Source: an optimization exercise on an open RTL-to-GDS flow (aim: a short achievable clock period and few clock cycles). Production flows keep margins and buffers that such runs may drop. At most, simulation tests tie the RTL to the original design; equivalence was not proved. Only the layout flow was run in run 1; the RTL was not checked for function there. Power and IR drop assume default switching activity.

<file path="flow/design.v">
`timescale 1ns/1ps
`default_nettype none
package proc_pkg;
    typedef logic [31:0] word_t;
    typedef logic [4:0]  reg_addr_t;
    typedef enum logic [4:0] {
        op_alu  = 5'b00000,
        op_j    = 5'b00001,
        op_bne  = 5'b00010,
        op_jal  = 5'b00011,
        op_jr   = 5'b00100,
        op_addi = 5'b00101,
        op_blt  = 5'b00110,
        op_sw   = 5'b00111,
        op_lw   = 5'b01000
    } opcode_e;
    typedef enum logic [4:0] {
        alu_add = 5'd0,
        alu_sub = 5'd1,
        alu_and = 5'd2,
        alu_or  = 5'd3,
        alu_sll = 5'd4,
        alu_sra = 5'd5
    } alu_op_e;
    localparam reg_addr_t link_reg = 5'd31;
    localparam word_t     nop_word = 32'd0;
    typedef struct packed {
        word_t pc;
        word_t insn;
    } if_id_t;
    typedef struct packed {
        word_t pc;
        word_t a;
        word_t b;
        word_t insn;
    } id_ex_t;
    typedef struct packed {
        word_t o;
        word_t b;
        word_t insn;
    } ex_mem_t;
    typedef struct packed {
        word_t o;
        word_t d;
        word_t insn;
    } mem_wb_t;
    typedef struct packed {
        logic      enable;
        reg_addr_t addr;
        word_t     data;
    } reg_write_t;
    typedef struct packed {
        word_t address;
        word_t data;
        logic  write;
    } dmem_req_t;
    function automatic logic [4:0] opcode_of(input word_t insn);
        opcode_of = insn[31:27];
    endfunction
    function automatic logic [4:0] rd_of(input word_t insn);
        rd_of = insn[26:22];
    endfunction
    function automatic logic [4:0] rs_of(input word_t insn);
        rs_of = insn[21:17];
    endfunction
    function automatic logic [4:0] src_b_of(input word_t insn);
        case (proc_pkg::opcode_of(insn))
            proc_pkg::op_sw, proc_pkg::op_bne, proc_pkg::op_blt, proc_pkg::op_jr: src_b_of = insn[26:22];
            default: src_b_of = insn[16:12];
        endcase
    endfunction
    function automatic logic [4:0] dest_of(input word_t insn);
        dest_of = (proc_pkg::opcode_of(insn) == proc_pkg::op_jal) ? proc_pkg::link_reg : insn[26:22];
    endfunction
    function automatic logic writes_reg(input word_t insn);
        logic writer;
        case (proc_pkg::opcode_of(insn))
            proc_pkg::op_alu, proc_pkg::op_addi, proc_pkg::op_lw, proc_pkg::op_jal: writer = 1'b1;
            default: writer = 1'b0;
        endcase
        writes_reg = writer && (proc_pkg::dest_of(insn) != '0);
    endfunction
    function automatic logic [31:0] sext_imm(input word_t insn);
        sext_imm = {{15{insn[16]}}, insn[16:0]};
    endfunction
    function automatic logic [31:0] sext_target(input word_t insn);
        sext_target = {{5{insn[26]}}, insn[26:0]};
    endfunction
endpackage
`default_nettype wire
`timescale 1ns/1ps
`default_nettype none
module alu (
    input  logic [31:0] operand_a,
    input  logic [31:0] operand_b,
    input  logic [4:0]  shamt,
    input  logic        sel_add,
    input  logic        sel_sub,
    input  logic        sel_and,
    input  logic        sel_or,
    input  logic        sel_sll,
    input  logic        sel_sra,
    input  logic        sel_b,
    output logic [31:0] result
);
    logic [31:0] sum, diff, sll, sra;
    assign sum  = operand_a + operand_b;
    assign diff = operand_a - operand_b;
    assign sll  = operand_a << shamt;
    assign sra  = $signed(operand_a) >>> shamt;
    assign result = ({32{sel_add}} & sum)
                  | ({32{sel_sub}} & diff)
                  | ({32{sel_and}} & (operand_a & operand_b))
                  | ({32{sel_or}}  & (operand_a | operand_b))
                  | ({32{sel_sll}} & sll)
                  | ({32{sel_sra}} & sra)
                  | ({32{sel_b}}   & operand_b);
endmodule
`default_nettype wire
`timescale 1ns/1ps
`default_nettype none
module processor (
    input  logic         clock,
    input  logic         reset,
    output logic [31:0]  address_imem,
    input  logic [31:0]  q_imem,
    output logic [64:0]  dmem_req,
    input  logic [31:0]  q_dmem,
    output logic [4:0]   read_reg_a,
    output logic [4:0]   read_reg_b,
    input  logic [31:0]  data_read_a,
    input  logic [31:0]  data_read_b,
    output logic [37:0]  reg_write
);
    logic [31:0] pc;
    logic [31:0] pc_inc;
    logic [31:0] link;
    logic [4:0]  f_op;
    logic        f_is_j, f_is_jal, f_is_jr31;
    logic [31:0] f_target;
    localparam int BB = 4;
    localparam int BN = 1 << BB;
    logic [BN-1:0]  btb_v;
    logic [31:BB]   btb_tag [BN];
    logic [31:0]    btb_tgt [BN];
    logic [1:0]     btb_ctr [BN];
    logic [BN-1:0]  f_match;
    logic           f_hit, f_btb_taken;
    logic [1:0]     f_ctr;
    logic [31:0]    f_btb_tgt;
    logic           u_en;
    logic [31:0]    u_pc, u_tgt;
    logic [1:0]     u_ctr;
    logic        d_valid;
    logic [31:0] d_insn;
    logic [31:0] d_pc, d_pc1;
    logic        d_btb_hit, d_btb_taken;
    logic [1:0]  d_ctr;
    logic        d_is_j, d_is_jr31;
    logic [4:0]  d_rb;
    logic [4:0]  d_rd;
    logic        d_writes, d_is_lw, d_is_sw, d_is_bne, d_is_blt, d_is_jr, d_is_jal;
    logic        d_uses_imm, d_needs_a, d_needs_b, d_pred_taken, d_jr_pred;
    logic [31:0] d_jr_tgt;
    logic        d_sel_add, d_sel_sub, d_sel_and, d_sel_or, d_sel_sll, d_sel_sra;
    logic        e_valid;
    logic [31:0] e_a, e_b, e_bop;
    logic        e_fwd_a, e_fwd_b, e_fwd_bop, e_fwd_bl;
    logic [4:0]  e_rd;
    logic        e_writes, e_is_lw, e_is_sw, e_is_bne, e_is_blt, e_is_jr;
    logic        e_pred_taken, e_jr_pred;
    logic [31:0] e_alt, e_jr_tgt, e_tgt, e_pc;
    logic        e_btb_hit, e_btb_taken, e_is_jr31, e_is_jump;
    logic [1:0]  e_ctr;
    logic [4:0]  e_shamt;
    logic        e_sel_add, e_sel_sub, e_sel_and, e_sel_or, e_sel_sll, e_sel_sra, e_sel_b;
    logic [31:0] m_res, m_sd;
    logic [4:0]  m_rd;
    logic        m_writes, m_is_lw, m_store;
    logic        w_en;
    logic [4:0]  w_rd;
    logic [31:0] w_data;
    logic        stall;
    logic        d_redirect;
    logic [31:0] d_tgt;
    logic        e_redirect;
    logic [31:0] e_redirect_pc;
    assign address_imem = pc;
    assign pc_inc       = pc + 32'd1;
    assign f_op      = q_imem[31:27];
    assign f_is_j    = (f_op == 5'd1);
    assign f_is_jal  = (f_op == 5'd3);
    assign f_is_jr31 = (f_op == 5'd4) && (q_imem[26:22] == 5'd31);
    assign f_target  = {{5{q_imem[26]}}, q_imem[26:0]};
    always_ff @(posedge clock) begin
        if (reset) begin
            pc <= 32'd0;
        end else if (e_redirect) begin
            pc <= e_redirect_pc;
        end else if (d_redirect) begin
            pc <= d_tgt;
        end else if (!stall) begin
            if (f_btb_taken)        pc <= f_btb_tgt;
            else if (f_is_j || f_is_jal) pc <= f_target;
            else if (f_is_jr31)     pc <= link;
            else                    pc <= pc_inc;
        end
    end
    always_ff @(posedge clock) begin
        if (reset) begin
            link <= 32'd0;
        end else if (!stall && f_is_jal) begin
            link <= pc_inc;
        end
    end
    always_comb begin
        f_hit     = 1'b0;
        f_ctr     = 2'b00;
        f_btb_tgt = 32'd0;
        for (int i = 0; i < BN; i++) begin
            f_match[i] = btb_v[i] && (pc[BB-1:0] == i[BB-1:0]) && (btb_tag[i] == pc[31:BB]);
            f_hit      = f_hit | f_match[i];
            f_ctr      = f_ctr | ({2{f_match[i]}} & btb_ctr[i]);
            f_btb_tgt  = f_btb_tgt | ({32{f_match[i]}} & btb_tgt[i]);
        end
        f_btb_taken = f_hit && f_ctr[1];
    end
    always_ff @(posedge clock) begin
        if (reset) begin
            btb_v <= '0;
        end else if (u_en) begin
            btb_v[u_pc[BB-1:0]] <= 1'b1;
        end
    end
    always_ff @(posedge clock) begin
        if (u_en) begin
            btb_tag[u_pc[BB-1:0]] <= u_pc[31:BB];
            btb_tgt[u_pc[BB-1:0]] <= u_tgt;
            btb_ctr[u_pc[BB-1:0]] <= u_ctr;
        end
    end
    logic [4:0] q_op, q_rd;
    logic       q_alu, q_bne, q_blt, q_jal, q_jr, q_addi, q_sw, q_lw;
    logic [4:0] q_fn;
    assign q_op   = q_imem[31:27];
    assign q_rd   = q_imem[26:22];
    assign q_fn   = q_imem[6:2];
    assign q_alu  = (q_op == 5'd0);
    assign q_bne  = (q_op == 5'd2);
    assign q_jal  = (q_op == 5'd3);
    assign q_jr   = (q_op == 5'd4);
    assign q_addi = (q_op == 5'd5);
    assign q_blt  = (q_op == 5'd6);
    assign q_sw   = (q_op == 5'd7);
    assign q_lw   = (q_op == 5'd8);
    always_ff @(posedge clock) begin
        if (reset || e_redirect || d_redirect) begin
            d_valid <= 1'b0;
        end else if (!stall) begin
            d_valid <= 1'b1;
        end
    end
    always_ff @(posedge clock) begin
        if (!stall) begin
            d_insn       <= q_imem;
            d_pc         <= pc;
            d_pc1        <= pc_inc;
            d_btb_hit    <= f_hit;
            d_btb_taken  <= f_btb_taken;
            d_ctr        <= f_ctr;
            d_is_j       <= (q_op == 5'd1);
            d_is_jr31    <= q_jr && (q_rd == 5'd31);
            d_rb         <= (q_sw || q_bne || q_blt || q_jr) ? q_imem[26:22] : q_imem[16:12];
            d_rd         <= q_jal ? 5'd31 : q_rd;
            d_writes     <= q_jal || ((q_alu || q_addi || q_lw) && (q_rd != 5'd0));
            d_is_lw      <= q_lw;
            d_is_sw      <= q_sw;
            d_is_bne     <= q_bne;
            d_is_blt     <= q_blt;
            d_is_jr      <= q_jr;
            d_is_jal     <= q_jal;
            d_uses_imm   <= q_addi || q_lw || q_sw;
            d_needs_a    <= q_alu || q_bne || q_blt || q_addi || q_lw || q_sw;
            d_needs_b    <= q_alu || q_bne || q_blt || q_jr;
            d_pred_taken <= q_bne || (q_blt && q_imem[16]);
            d_jr_pred    <= f_btb_taken || f_is_jr31;
            d_jr_tgt     <= f_btb_taken ? f_btb_tgt : link;
            d_sel_add    <= (q_alu && q_fn == 5'd0) || q_addi || q_lw || q_sw;
            d_sel_sub    <= q_alu && q_fn == 5'd1;
            d_sel_and    <= q_alu && q_fn == 5'd2;
            d_sel_or     <= q_alu && q_fn == 5'd3;
            d_sel_sll    <= q_alu && q_fn == 5'd4;
            d_sel_sra    <= q_alu && q_fn == 5'd5;
        end
    end
    logic [4:0]  d_rs;
    logic [31:0] d_imm;
    logic [31:0] m_value;
    logic [31:0] a_val, b_val;
    assign d_rs       = d_insn[21:17];
    assign d_imm      = {{15{d_insn[16]}}, d_insn[16:0]};
    assign read_reg_a = d_rs;
    assign read_reg_b = d_rb;
    assign stall = d_valid && e_valid && e_is_lw && e_writes &&
                   ((d_needs_a && (d_rs == e_rd)) || (d_needs_b && (d_rb == e_rd)));
    assign d_tgt      = d_pc1 + d_imm;
    assign d_redirect = d_valid && !d_btb_hit && d_pred_taken && !stall;
    assign m_value = m_is_lw ? q_dmem : m_res;
    assign a_val   = (m_writes && (m_rd == d_rs)) ? m_value : data_read_a;
    assign b_val   = (m_writes && (m_rd == d_rb)) ? m_value : data_read_b;
    always_ff @(posedge clock) begin
        if (reset || e_redirect || stall) begin
            e_valid <= 1'b0;
        end else begin
            e_valid <= d_valid;
        end
    end
    always_ff @(posedge clock) begin
        e_a          <= a_val;
        e_b          <= b_val;
        e_bop        <= d_is_jal ? d_pc1 : (d_uses_imm ? d_imm : b_val);
        e_fwd_a      <= e_valid && e_writes && !e_is_lw && (e_rd == d_rs);
        e_fwd_b      <= e_valid && e_writes && !e_is_lw && (e_rd == d_rb);
        e_fwd_bop    <= e_valid && e_writes && !e_is_lw && (e_rd == d_rb) && !d_uses_imm && !d_is_jal;
        e_fwd_bl     <= e_valid && e_writes && e_is_lw && (e_rd == d_rb);
        e_rd         <= d_rd;
        e_writes     <= d_writes;
        e_is_lw      <= d_is_lw;
        e_is_sw      <= d_is_sw;
        e_is_bne     <= d_is_bne;
        e_is_blt     <= d_is_blt;
        e_is_jr      <= d_is_jr;
        e_pred_taken <= d_btb_hit ? d_btb_taken : d_pred_taken;
        e_btb_hit    <= d_btb_hit;
        e_btb_taken  <= d_btb_taken;
        e_ctr        <= d_ctr;
        e_is_jr31    <= d_is_jr31;
        e_is_jump    <= d_is_j || d_is_jal;
        e_tgt        <= d_tgt;
        e_pc         <= d_pc;
        e_jr_pred    <= d_jr_pred;
        e_jr_tgt     <= d_jr_tgt;
        if (d_is_j || d_is_jal)                              e_alt <= {{5{d_insn[26]}}, d_insn[26:0]};
        else if (d_btb_hit ? d_btb_taken : d_pred_taken)     e_alt <= d_pc1;
        else                                                 e_alt <= d_tgt;
        e_shamt      <= d_insn[11:7];
        e_sel_add    <= d_sel_add;
        e_sel_sub    <= d_sel_sub;
        e_sel_and    <= d_sel_and;
        e_sel_or     <= d_sel_or;
        e_sel_sll    <= d_sel_sll;
        e_sel_sra    <= d_sel_sra;
        e_sel_b      <= d_is_jal;
    end
    logic [31:0] op_a, op_b, op_bop, alu_result;
    logic        taken, br_miss, jr_miss, bogus;
    assign op_a   = e_fwd_a   ? m_res : e_a;
    assign op_b   = e_fwd_b   ? m_res : e_b;
    assign op_bop = e_fwd_bop ? m_res : e_bop;
    alu u_alu (
        .operand_a (op_a),
        .operand_b (op_bop),
        .shamt     (e_shamt),
        .sel_add   (e_sel_add),
        .sel_sub   (e_sel_sub),
        .sel_and   (e_sel_and),
        .sel_or    (e_sel_or),
        .sel_sll   (e_sel_sll),
        .sel_sra   (e_sel_sra),
        .sel_b     (e_sel_b),
        .result    (alu_result)
    );
    assign taken   = e_is_bne ? (op_a != op_b) : ($signed(op_a) > $signed(op_b));
    assign br_miss = (e_is_bne || e_is_blt) && (taken != e_pred_taken);
    assign jr_miss = e_is_jr && !(e_jr_pred && (op_b == e_jr_tgt));
    assign bogus         = e_btb_taken && !(e_is_bne || e_is_blt || e_is_jr);
    assign e_redirect    = e_valid && (br_miss || jr_miss || bogus);
    assign e_redirect_pc = e_is_jr ? op_b : e_alt;
    always_ff @(posedge clock) begin
        if (reset) begin
            m_writes <= 1'b0;
            m_is_lw  <= 1'b0;
            m_store  <= 1'b0;
        end else begin
            m_writes <= e_valid && e_writes;
            m_is_lw  <= e_valid && e_is_lw;
            m_store  <= e_valid && e_is_sw;
        end
    end
    always_ff @(posedge clock) begin
        m_res <= alu_result;
        m_sd  <= e_fwd_bl ? q_dmem : op_b;
        m_rd  <= e_rd;
    end
    always_ff @(posedge clock) begin
        if (reset) begin
            u_en <= 1'b0;
        end else begin
            u_en <= e_valid && (((e_is_bne || e_is_blt) && (e_btb_hit || taken)) ||
                                (e_is_jr && !e_is_jr31));
        end
    end
    always_ff @(posedge clock) begin
        u_pc  <= e_pc;
        u_tgt <= e_is_jr ? op_b : e_tgt;
        if (e_is_jr || !e_btb_hit)  u_ctr <= 2'b11;
        else if (taken)             u_ctr <= (e_ctr == 2'b11) ? 2'b11 : e_ctr + 2'd1;
        else                        u_ctr <= (e_ctr == 2'b00) ? 2'b00 : e_ctr - 2'd1;
    end
    assign dmem_req = {m_res, m_sd, m_store};
    always_ff @(posedge clock) begin
        if (reset) begin
            w_en <= 1'b0;
        end else begin
            w_en <= m_writes;
        end
    end
    always_ff @(posedge clock) begin
        w_rd   <= m_rd;
        w_data <= m_value;
    end
    assign reg_write = {w_en, w_rd, w_data};
endmodule
`default_nettype wire
</file>
<file path="flow/run.sh">
#!/bin/bash
# synth_recipe.tcl (not shown) runs the flow's synth.tcl, then flattens the netlist and writes it again
# the make line also repeats each setting of config.mk as NAME=value (left out here)
make -C /OpenROAD-flow-scripts/flow DESIGN_CONFIG=/design/flow/config.mk WORK_HOME=/design/flow/orfs CLKGATE_MAP_FILE= SYNTH_SCRIPT=/design/flow/synth_recipe.tcl finish
</file>
<file path="flow/config.mk">
export PLATFORM = sky130hd
export DESIGN_NAME = processor
export DESIGN_NICKNAME = processor
export VERILOG_FILES = /design/flow/design.v
export SDC_FILE = /design/flow/constraint.sdc
export NUM_CORES = 4
export LEC_CHECK = 0
export ABC_CLOCK_PERIOD_IN_PS = 2500
export CAP_MARGIN = 20
export CORE_MARGIN = 2
export CORE_UTILIZATION = 40
export SETUP_SLACK_MARGIN = 5
export SLEW_MARGIN = 20
</file>
<file path="flow/constraint.sdc">
create_clock -name core_clock -period 8.5 [get_ports {clock}]
set_input_delay 1.7000 -clock core_clock [delete_from_list [all_inputs] [get_ports {clock}]]
set_output_delay 1.7000 -clock core_clock [all_outputs]
set_load 0.01 [all_outputs]
</file>
==> results.py, run 1 <==
metrics = {
    "status": {
        "status": "timing/DRC/antenna clean",
    },
    "pwr": {
        "total_power_mw": 19.4,
        "max-vdd-ir-drop_mv": 0.163,
        "power_density_nw_per_um2": 205,
        "leakage_nw": 35.0,
    },
    "setup_path": {
        "critPathTopFamily": "compound AO/OA/AOI/OAI gates",
        "worst-endpoint-required_ns": 9.23,
        "startpoint_type": "flip-flop",
        "crit_chain": "buf_6 > buf_6 > mux2_4 > inv_4 > ha_4 > a2111oi_4 > o211ai_1 > nand3_1 > or4b_4 > a211oi_4 > o41a_1 > nand4b_1 > nand2_1 > mux2i_1 > a221o_1",
        "worstSetupStartpoint": "e_fwd_bop",
        "cpMostUsedCell": "buf_6",
        "regToRegStartpoint": "e_fwd_bop",
        "worst-path-stages": 15,
        "critPathBufInv": 3,
        "crit_end": "m_res[31]",
        "worstPathMaxFanout": 5,
        "r2r_setup_slack_ns": 4.51,
        "critPathMaxStageDelay_ns": 0.49,
        "reg2reg_depth": 15,
        "critPathKind": "flip-flop to flip-flop",
        "critPathCaptureType": "flip-flop",
        "slowest_stage": "or4b_4",
        "r2r_end": "m_res[31]",
        "critPathArrivalTime_ns": 4.71,
    },
    "detailed_routing": {
        "vias_per_cell": 6.07,
        "ant_nets": 0,
        "drt_pass1_iterations": 13,
        "totalWireLength_um": 309000,
        "drc": 0,
        "drt_iter0_drc": 7943,
        "routedWlPerCell_um": 32.6,
        "num_vias": 57623,
    },
    "synth": {
        "yosysWarnings": 1,
        "synth_top_cell_area_share": 0.464,
        "synthCells": 6161,
        "synth_top_cells_by_count": "edfxtp_1, dfxtp_1, nor2_1",
        "syn_nets": 6461,
        "syn_area_um2": 74300,
        "synth_edf_count": 1149,
        "syn-mean-instance-area_um2": 12.1,
        "ys_ff_latch": 1666,
        "synth-seq-area-share": 0.604,
        "synth_top_area_cell": "edfxtp_1",
        "synthDistinctLibCells": 89,
        "async_reset_ff_frac": 0,
        "ys.flop_type": "edfxtp_1",
        "synth.most_common_cell": "edfxtp_1",
        "synth_area_leaders": "edfxtp_1, dfxtp_1, xor2_1",
    },
    "clock_network": {
        "clk_path_buf_depth": 3,
        "cts_root_buf": "clkbuf_16",
        "clock_sinks": 1666,
        "cts_made_buffers": 175,
        "clkSlewWorstSetupHoldPaths_ns": 0.06,
        "clock_latency_ns": 0.87,
        "cts_tree": "done",
        "htreeDepth": 4,
    },
    "placement": {
        "place_area_um2": 80500,
        "dpl.cell_count": 8729,
        "hpwl_um": 197000,
        "place.port_buffers": 274,
        "gp_congestion": 1.04,
        "pre_cts_ws_ns": 2.96,
    },
    "finish": {
        "largest_reg_flops": 512,
        "final_cell_area_um2": 94900,
        "utilization": 0.513,
        "finish.net_count": 7156,
        "drive_gt1_frac": 0.221,
        "area_delta_synth_final_pct": 27.7,
        "fin_cells": 9500,
        "fillCellCount": 15871,
    },
    "floorplan": {
        "io_pins": 275,
        "die_w_um": 435,
        "start_util": 0.402,
        "rows": 158,
        "coreArea_um2": 185000,
        "die-area_um2": 189000,
        "die_h_um": 435,
    },
    "global_routing": {
        "grt.total_usage": 0.310,
        "grt_pass1_wl_um": 419000,
        "grt-ovfl-total": 0,
        "antenna_found_initial": 19,
        "grt_pass1_vias": 53744,
        "grt_max_degree": 75,
    },
    "timing": {
        "hold_viol_final": 0,
        "finalSetupViolations": 0,
        "layout_min_cycle_time_ns": 3.99,
        "max_freq_mhz": 251,
        "fin_hold_ws_ns": 0.316,
        "tns_ns": 0,
        "fin_ws_ns": 4.51,
        "finalCritPeriodShare": 0.469,
        "slew_headroom": 0.133,
        "tightest_slew_ns": 1.30,
        "maxSlewViolCount": 0,
        "skew_ns": 0.0652,
        "rsz0062_at_grt": "yes",
    },
    "min_path": {
        "min_path_type": "flip-flop to flip-flop",
    },
    "flow_run": {
        "max_cap_violations": 0,
    },
}
## area by class of cell
class	count	area, um^2	share of cell area
Multi-Input combinational cell	3832	30200	0.319
Inverter	322	1240	0.0131
Tap cell	2480	3100	0.0327
Timing Repair Buffer	858	9290	0.0979
Clock inverter	79	958	0.0101
Antenna cell	11	27.5	0.000290
Sequential cell	1666	45100	0.475
Clock buffer	251	4980	0.0525
Timing Repair inverter	1	7.51	0.0000791
## report_power, final
group / leakage [nW] / internal (mW) / switching, mW
clock: 2.87 / 4.48 / 3.43
sequential: 15.2 / 8.98 / 0.341
combinational: 17.0 / 0.863 / 1.31
## cell usage in the layout (no fill, tap or decap), types with 47 or more instances in the layout
| master | n |
|---|---|
| nor3_1 | 136 |
| clkdlybuf4s50_1 | 202 |
| ha_1 | 133 |
| dlygate4sd2_1 | 54 |
| mux2_2 | 59 |
| xnor2_1 | 278 |
| mux2i_4 | 48 |
| a21oi_1 | 220 |
| nor4_1 | 73 |
| nand2_1 | 381 |
| o21a_1 | 62 |
| xor2_1 | 263 |
| buf_4 | 393 |
| nor2_1 | 417 |
| a22oi_1 | 117 |
| mux2i_1 | 161 |
| clkbuf_1 | 47 |
| edfxtp_1 | 1149 |
| nand4_1 | 157 |
| inv_1 | 283 |
| nand3_1 | 80 |
| clkbuf_16 | 192 |
| dfxtp_1 | 443 |
| a222oi_1 | 85 |
| o21ai_0 | 183 |
| buf_12 | 86 |
## cells by family after synthesis
| kind of cell | share of synthesized area |
|---|---|
| compound gates | 0.108 |
| xor+xnor | 0.0680 |
| fa+ha+maj | 0.0291 |
| buf+inv | 0.0361 |
| flops | 0.604 |
| mux | 0.0499 |
| simple gates | 0.105 |
## how the worst min path moves through the flow
stage	from	to	slack, ns	depth (start not counted)
after floorplan	e_pc[0]	u_pc[0]	0.31	0
after global placement	e_pc[27]	u_pc[27]	0.31	0
after detailed placement	e_pc[25]	u_pc[25]	0.31	0
after CTS	d_jr_tgt[2]	e_jr_tgt[2]	0.31	0
after global routing	e_pc[9]	u_pc[9]	0.32	0
final	d_jr_tgt[2]	e_jr_tgt[2]	0.32	0
## what timing repair did
action | in CTS | in global routing
buffers inserted | 201 | 190
gates cloned | 19 | 18
hold buffers | 0 | 0
resized for setup | 570 | 465
setup endpoints to repair | 351 | 199
pin swaps | 46 | 154
## metal layers
metal / share of wire / vias up / GRT usage / routed length [um]
met5: 0.000061 / - / 0 / 19
met4: 0.079 / 4 / 0.194 / 24500
met3: 0.11 / 880 / 0.0631 / 33100
met2: 0.45 / 3872 / 0.482 / 139000
met1: 0.36 / 28541 / 0.397 / 113000
li1: - / 24326 / - / -
==> run 2: changes to the inputs <==
--- a/flow/design.v
+++ b/flow/design.v
@@ -91,4 +91,40 @@
 `timescale 1ns/1ps
 `default_nettype none
+module prefix_carry (
+    input  logic [31:0] a,
+    input  logic [31:0] b,
+    input  logic        cin,
+    output logic [32:0] c
+);
+    logic [31:0] g [6];
+    logic [31:0] p [6];
+    always_comb begin
+        g[0] = a & b;
+        p[0] = a ^ b;
+        g[0][0] = g[0][0] | (p[0][0] & cin);
+        for (int k = 0; k < 5; k++) begin
+            for (int i = 0; i < 32; i++) begin
+                if (i >= (1 << k)) begin
+                    g[k+1][i] = g[k][i] | (p[k][i] & g[k][i - (1 << k)]);
+                    p[k+1][i] = p[k][i] & p[k][i - (1 << k)];
+                end else begin
+                    g[k+1][i] = g[k][i];
+                    p[k+1][i] = p[k][i];
+                end
+            end
+        end
+        c = {g[5], cin};
+    end
+endmodule
+module fast_add (
+    input  logic [31:0] a,
+    input  logic [31:0] b,
+    input  logic        cin,
+    output logic [31:0] s
+);
+    logic [32:0] c;
+    prefix_carry u_pc (.a(a), .b(b), .cin(cin), .c(c));
+    assign s = a ^ b ^ c[31:0];
+endmodule
 module alu (
     input  logic [31:0] operand_a,
@@ -105,6 +141,6 @@
 );
     logic [31:0] sum, diff, sll, sra;
-    assign sum  = operand_a + operand_b;
-    assign diff = operand_a - operand_b;
+    fast_add u_add (.a(operand_a), .b(operand_b),  .cin(1'b0), .s(sum));
+    fast_add u_sub (.a(operand_a), .b(~operand_b), .cin(1'b1), .s(diff));
     assign sll  = operand_a << shamt;
     assign sra  = $signed(operand_a) >>> shamt;
@@ -161,5 +197,5 @@
     logic [4:0]  d_rd;
     logic        d_writes, d_is_lw, d_is_sw, d_is_bne, d_is_blt, d_is_jr, d_is_jal;
-    logic        d_uses_imm, d_needs_a, d_needs_b, d_pred_taken, d_jr_pred;
+    logic        d_uses_imm, d_pred_taken, d_jr_pred;
     logic [31:0] d_jr_tgt;
     logic        d_sel_add, d_sel_sub, d_sel_and, d_sel_or, d_sel_sll, d_sel_sra;
@@ -271,5 +307,5 @@
             d_is_j       <= (q_op == 5'd1);
             d_is_jr31    <= q_jr && (q_rd == 5'd31);
-            d_rb         <= (q_sw || q_bne || q_blt || q_jr) ? q_imem[26:22] : q_imem[16:12];
+            d_rb         <= q_rb;
             d_rd         <= q_jal ? 5'd31 : q_rd;
             d_writes     <= q_jal || ((q_alu || q_addi || q_lw) && (q_rd != 5'd0));
@@ -281,6 +317,4 @@
             d_is_jal     <= q_jal;
             d_uses_imm   <= q_addi || q_lw || q_sw;
-            d_needs_a    <= q_alu || q_bne || q_blt || q_addi || q_lw || q_sw;
-            d_needs_b    <= q_alu || q_bne || q_blt || q_jr;
             d_pred_taken <= q_bne || (q_blt && q_imem[16]);
             d_jr_pred    <= f_btb_taken || f_is_jr31;
@@ -302,6 +336,19 @@
     assign read_reg_a = d_rs;
     assign read_reg_b = d_rb;
-    assign stall = d_valid && e_valid && e_is_lw && e_writes &&
-                   ((d_needs_a && (d_rs == e_rd)) || (d_needs_b && (d_rb == e_rd)));
+    logic       stall_r;
+    logic [4:0] q_rb;
+    logic       q_needs_a, q_needs_b;
+    assign q_rb      = (q_sw || q_bne || q_blt || q_jr) ? q_imem[26:22] : q_imem[16:12];
+    assign q_needs_a = q_alu || q_bne || q_blt || q_addi || q_lw || q_sw;
+    assign q_needs_b = q_alu || q_bne || q_blt || q_jr;
+    always_ff @(posedge clock) begin
+        if (reset || stall) begin
+            stall_r <= 1'b0;
+        end else begin
+            stall_r <= d_valid && d_is_lw && d_writes &&
+                       ((q_needs_a && (q_imem[21:17] == d_rd)) || (q_needs_b && (q_rb == d_rd)));
+        end
+    end
+    assign stall = stall_r && d_valid;
     assign d_tgt      = d_pc1 + d_imm;
     assign d_redirect = d_valid && !d_btb_hit && d_pred_taken && !stall;
@@ -371,5 +418,7 @@
         .result    (alu_result)
     );
-    assign taken   = e_is_bne ? (op_a != op_b) : ($signed(op_a) > $signed(op_b));
+    logic [32:0] gt_c;
+    prefix_carry u_gt (.a({~op_b[31], op_b[30:0]}), .b(~{~op_a[31], op_a[30:0]}), .cin(1'b1), .c(gt_c));
+    assign taken   = e_is_bne ? (op_a != op_b) : !gt_c[32];
     assign br_miss = (e_is_bne || e_is_blt) && (taken != e_pred_taken);
     assign jr_miss = e_is_jr && !(e_jr_pred && (op_b == e_jr_tgt));
==> run 2 against run 1 <==
Combinational power decreased by 4%; critical path depth did not move; critical path type unchanged; clock skew down 0.023 ns; sequential power about the same; sequential share of layout area is 2.1 points higher; clock power shrank 2%; setup slack gained 0.021 ns; core utilization shrank 1.0 points; sequential cell count shrank 1; count of clock-buffer cells in the layout rose by 2; largest power group unchanged; area after synthesis shrank 2.1%; synthesized cell count shrank 5.1%.
==> results.py, run 2 <==
metrics = {
    "timing": {
        "skew_ns": 0.0427,
        "rsz0062_at_grt": "yes",
        "finalSetupViolations": 0,
        "slew_headroom": 0.163,
        "hold_viol_final": 0,
        "maxSlewViolCount": 0,
        "fin_ws_ns": 4.54,
        "tns_ns": 0,
        "max_freq_mhz": 252,
        "finalCritPeriodShare": 0.466,
        "layout_min_cycle_time_ns": 3.96,
        "tightest_slew_ns": 1.25,
        "fin_hold_ws_ns": 0.324,
    },
    "floorplan": {
        "coreArea_um2": 181000,
        "rows": 156,
        "start_util": 0.403,
        "die_h_um": 431,
        "die-area_um2": 185000,
        "io_pins": 275,
        "die_w_um": 431,
    },
    "min_path": {
        "hold_depth": 0,
        "hold_path_end": "u_pc[15]",
        "holdCritStartpoint": "e_pc[15]",
        "min_path_type": "flip-flop to flip-flop",
    },
    "clock_network": {
        "cts_root_buf": "clkbuf_16",
        "clkSlewWorstSetupHoldPaths_ns": 0.06,
        "clock_latency_ns": 0.87,
        "htreeDepth": 4,
        "cts_made_buffers": 175,
        "cts_tree": "done",
        "clock_sinks": 1665,
        "clk_path_buf_depth": 3,
    },
    "setup_path": {
        "critPathKind": "flip-flop to flip-flop",
        "regToRegStartpoint": "e_fwd_b",
        "startpoint_type": "flip-flop",
        "worstPathMaxFanout": 7,
        "r2r_setup_slack_ns": 4.54,
        "r2r_end": "pc[8]",
        "reg2reg_depth": 15,
        "critPathArrivalTime_ns": 4.64,
        "critPathCaptureType": "flip-flop",
        "worstSetupStartpoint": "e_fwd_b",
        "worst-endpoint-required_ns": 9.17,
    },
    "detailed_routing": {
        "drt_pass1_iterations": 8,
        "num_vias": 53614,
        "totalWireLength_um": 286000,
        "routedWlPerCell_um": 32.0,
        "drt_iter0_drc": 7893,
        "vias_per_cell": 6.01,
        "ant_nets": 0,
        "drc": 0,
    },
    "finish": {
        "area_delta_synth_final_pct": 24.9,
        "finish.net_count": 6687,
        "layout_common_cells": "edfxtp_1, xnor2_1, dfxtp_1, nor2_1, nand2_1",
        "largest_reg_flops": 512,
        "drive_gt1_frac": 0.201,
        "layout.cells.most_common": "edfxtp_1",
    },
    "global_routing": {
        "antenna_found_initial": 25,
        "grt_max_degree": 133,
        "grt_pass1_vias": 51059,
        "grt_pass1_wl_um": 395000,
        "grt-ovfl-total": 0,
        "grt.total_usage": 0.300,
    },
    "placement": {
        "pre_cts_ws_ns": 2.93,
        "place.port_buffers": 274,
        "hpwl_um": 176000,
        "gp_congestion": 0.987,
    },
    "synth": {
        "yosysWarnings": 4,
        "synth-seq-area-share": 0.616,
        "synth.most_common_cell": "edfxtp_1",
        "synth_area_leaders": "edfxtp_1, dfxtp_1, xnor2_1",
        "ys_ff_latch": 1665,
        "ys.flop_type": "edfxtp_1",
        "syn-mean-instance-area_um2": 12.5,
        "synth_top_area_cell": "edfxtp_1",
        "syn_area_um2": 72800,
        "synth_top_cell_area_share": 0.473,
        "synthDistinctLibCells": 81,
        "synth_edf_count": 1147,
        "synthCells": 5844,
        "async_reset_ff_frac": 0,
        "synth_top_cells_by_count": "edfxtp_1, xnor2_1, dfxtp_1",
        "syn_nets": 6144,
    },
    "pwr": {
        "power_density_nw_per_um2": 211,
        "max-vdd-ir-drop_mv": 0.163,
        "leakage_nw": 32.2,
    },
    "flow_run": {
        "max_cap_violations": 0,
    },
    "status": {
        "status": "timing/DRC/antenna clean",
    },
}
-- run 2: layout make-up --
class / instances / area [um^2]
Clock buffer: 253 / 5090
Antenna cell: 6 / 15.0
Multi-Input combinational cell: 3588 / 28500
Timing Repair inverter: 1 / 5.00
Timing Repair Buffer: 708 / 7530
Clock inverter: 77 / 785
Fill cell: 15623 / 89900
Sequential cell: 1665 / 45100
Inverter: 248 / 968
Tap cell: 2370 / 2970
-- run 2: how the worst max path moves through the flow --
stage | endpoint | slack, ns
floorplan | btb_ctr[9][0] | 4.38
global placement | pc[8] | 2.66
detailed placement | pc[8] | 2.93
CTS | pc[8] | 4.63
global route | pc[8] | 4.50
finish | pc[8] | 4.54
-- run 2: metal layers --
| layer | wire [um] | GRT usage | up-vias |
|---|---|---|---|
| li1 | - | - | 22808 |
| met1 | 109000 | 0.387 | 26847 |
| met2 | 131000 | 0.478 | 3220 |
| met3 | 26400 | 0.0524 | 739 |
| met4 | 19100 | 0.168 | 0 |
| met5 | 0 | 0 | - |
-- run 2: power by group --
part / leakage (nW) / internal, mW / switching, mW / total (mW)
registers: 15.1 / 8.97 / 0.337 / 9.30
clock network: 2.87 / 4.42 / 3.36 / 7.78
logic: 14.3 / 0.846 / 1.23 / 2.08
total: 32.2 / 14.2 / 4.93 / 19.2
-- run 2: critical path: stages, from the launching register on --
cell       delay [ns]
dfxtp_4          0.37
buf_12           0.15
buf_4            0.13
mux2i_2          0.30
inv_1            0.12
ha_1             0.31
nand4_1          0.22
nor2_2           0.22
nand4_1          0.20
or3_4            0.42
nor2_4           0.14
nor4_4           0.05
o2bb2ai_4        0.19
buf_12           0.17
a21o_4           0.28
o32ai_4          0.50
-- run 2: cells by family after synthesis --
| family | synth area share |
|---|---|
| adder cells (fa/ha/maj) | 0.0295 |
| AO/OA/AOI/OAI | 0.111 |
| XOR/XNOR | 0.0720 |
| multiplexers | 0.0530 |
| buffers and inverters | 0.0328 |
| flip-flops | 0.616 |
| AND/OR/NAND/NOR | 0.0857 |
-- run 2: per-stage QoR --
step,power [mW],util,instance area (um^2),std cells
after floorplan,10.3,-,73200,5844
after global placement,11.1,0.434,78400,8265
after detailed placement,11.1,0.434,78500,8267
after CTS,19.1,0.493,89100,8825
after global routing,19.6,0.503,90900,8910
final,19.2,0.503,90900,8916
-- run 2: repair_timing --
item,4_1_cts,5_1_grt
hold buffers,0,0
resized for setup,619,221
setup buffers,199,82
gates cloned,29,1
pin swaps,62,113
endpoints found under the setup margin,222,119
Testbench counts of run 2, summed over its fixed seeds: cycles 186,182.

## port drivers added, routing unchanged
In the flow no input, the clock included, has a driving cell. The finished layouts below were timed again as built, in two steps.
Step 1 assumes that a clkbuf_16 drives the clock port and a buf_2 every other input.
Step 2 adds t to the input delays and takes it off the output delays; t is the mean of the earliest and latest rising clock arrival at the registers after step 1. Input paths then give back, and output paths get back, about the clock's delay inside the block.
Slacks: ideal ports / drivers / drivers and shift; pairs: ideal ports / drivers.
run	shift t [ns]	setup slack, ns	cell pins on the clock port's net
run 1	0.934	4.514 / 4.514 / 3.945	1
run 2	0.928	4.535 / 4.535 / 3.690	1
After both steps every run listed still meets setup and hold. For run 2, which loses most, drivers alone change the setup slack by 0.000 ns; drivers and shift together by -0.845 ns.
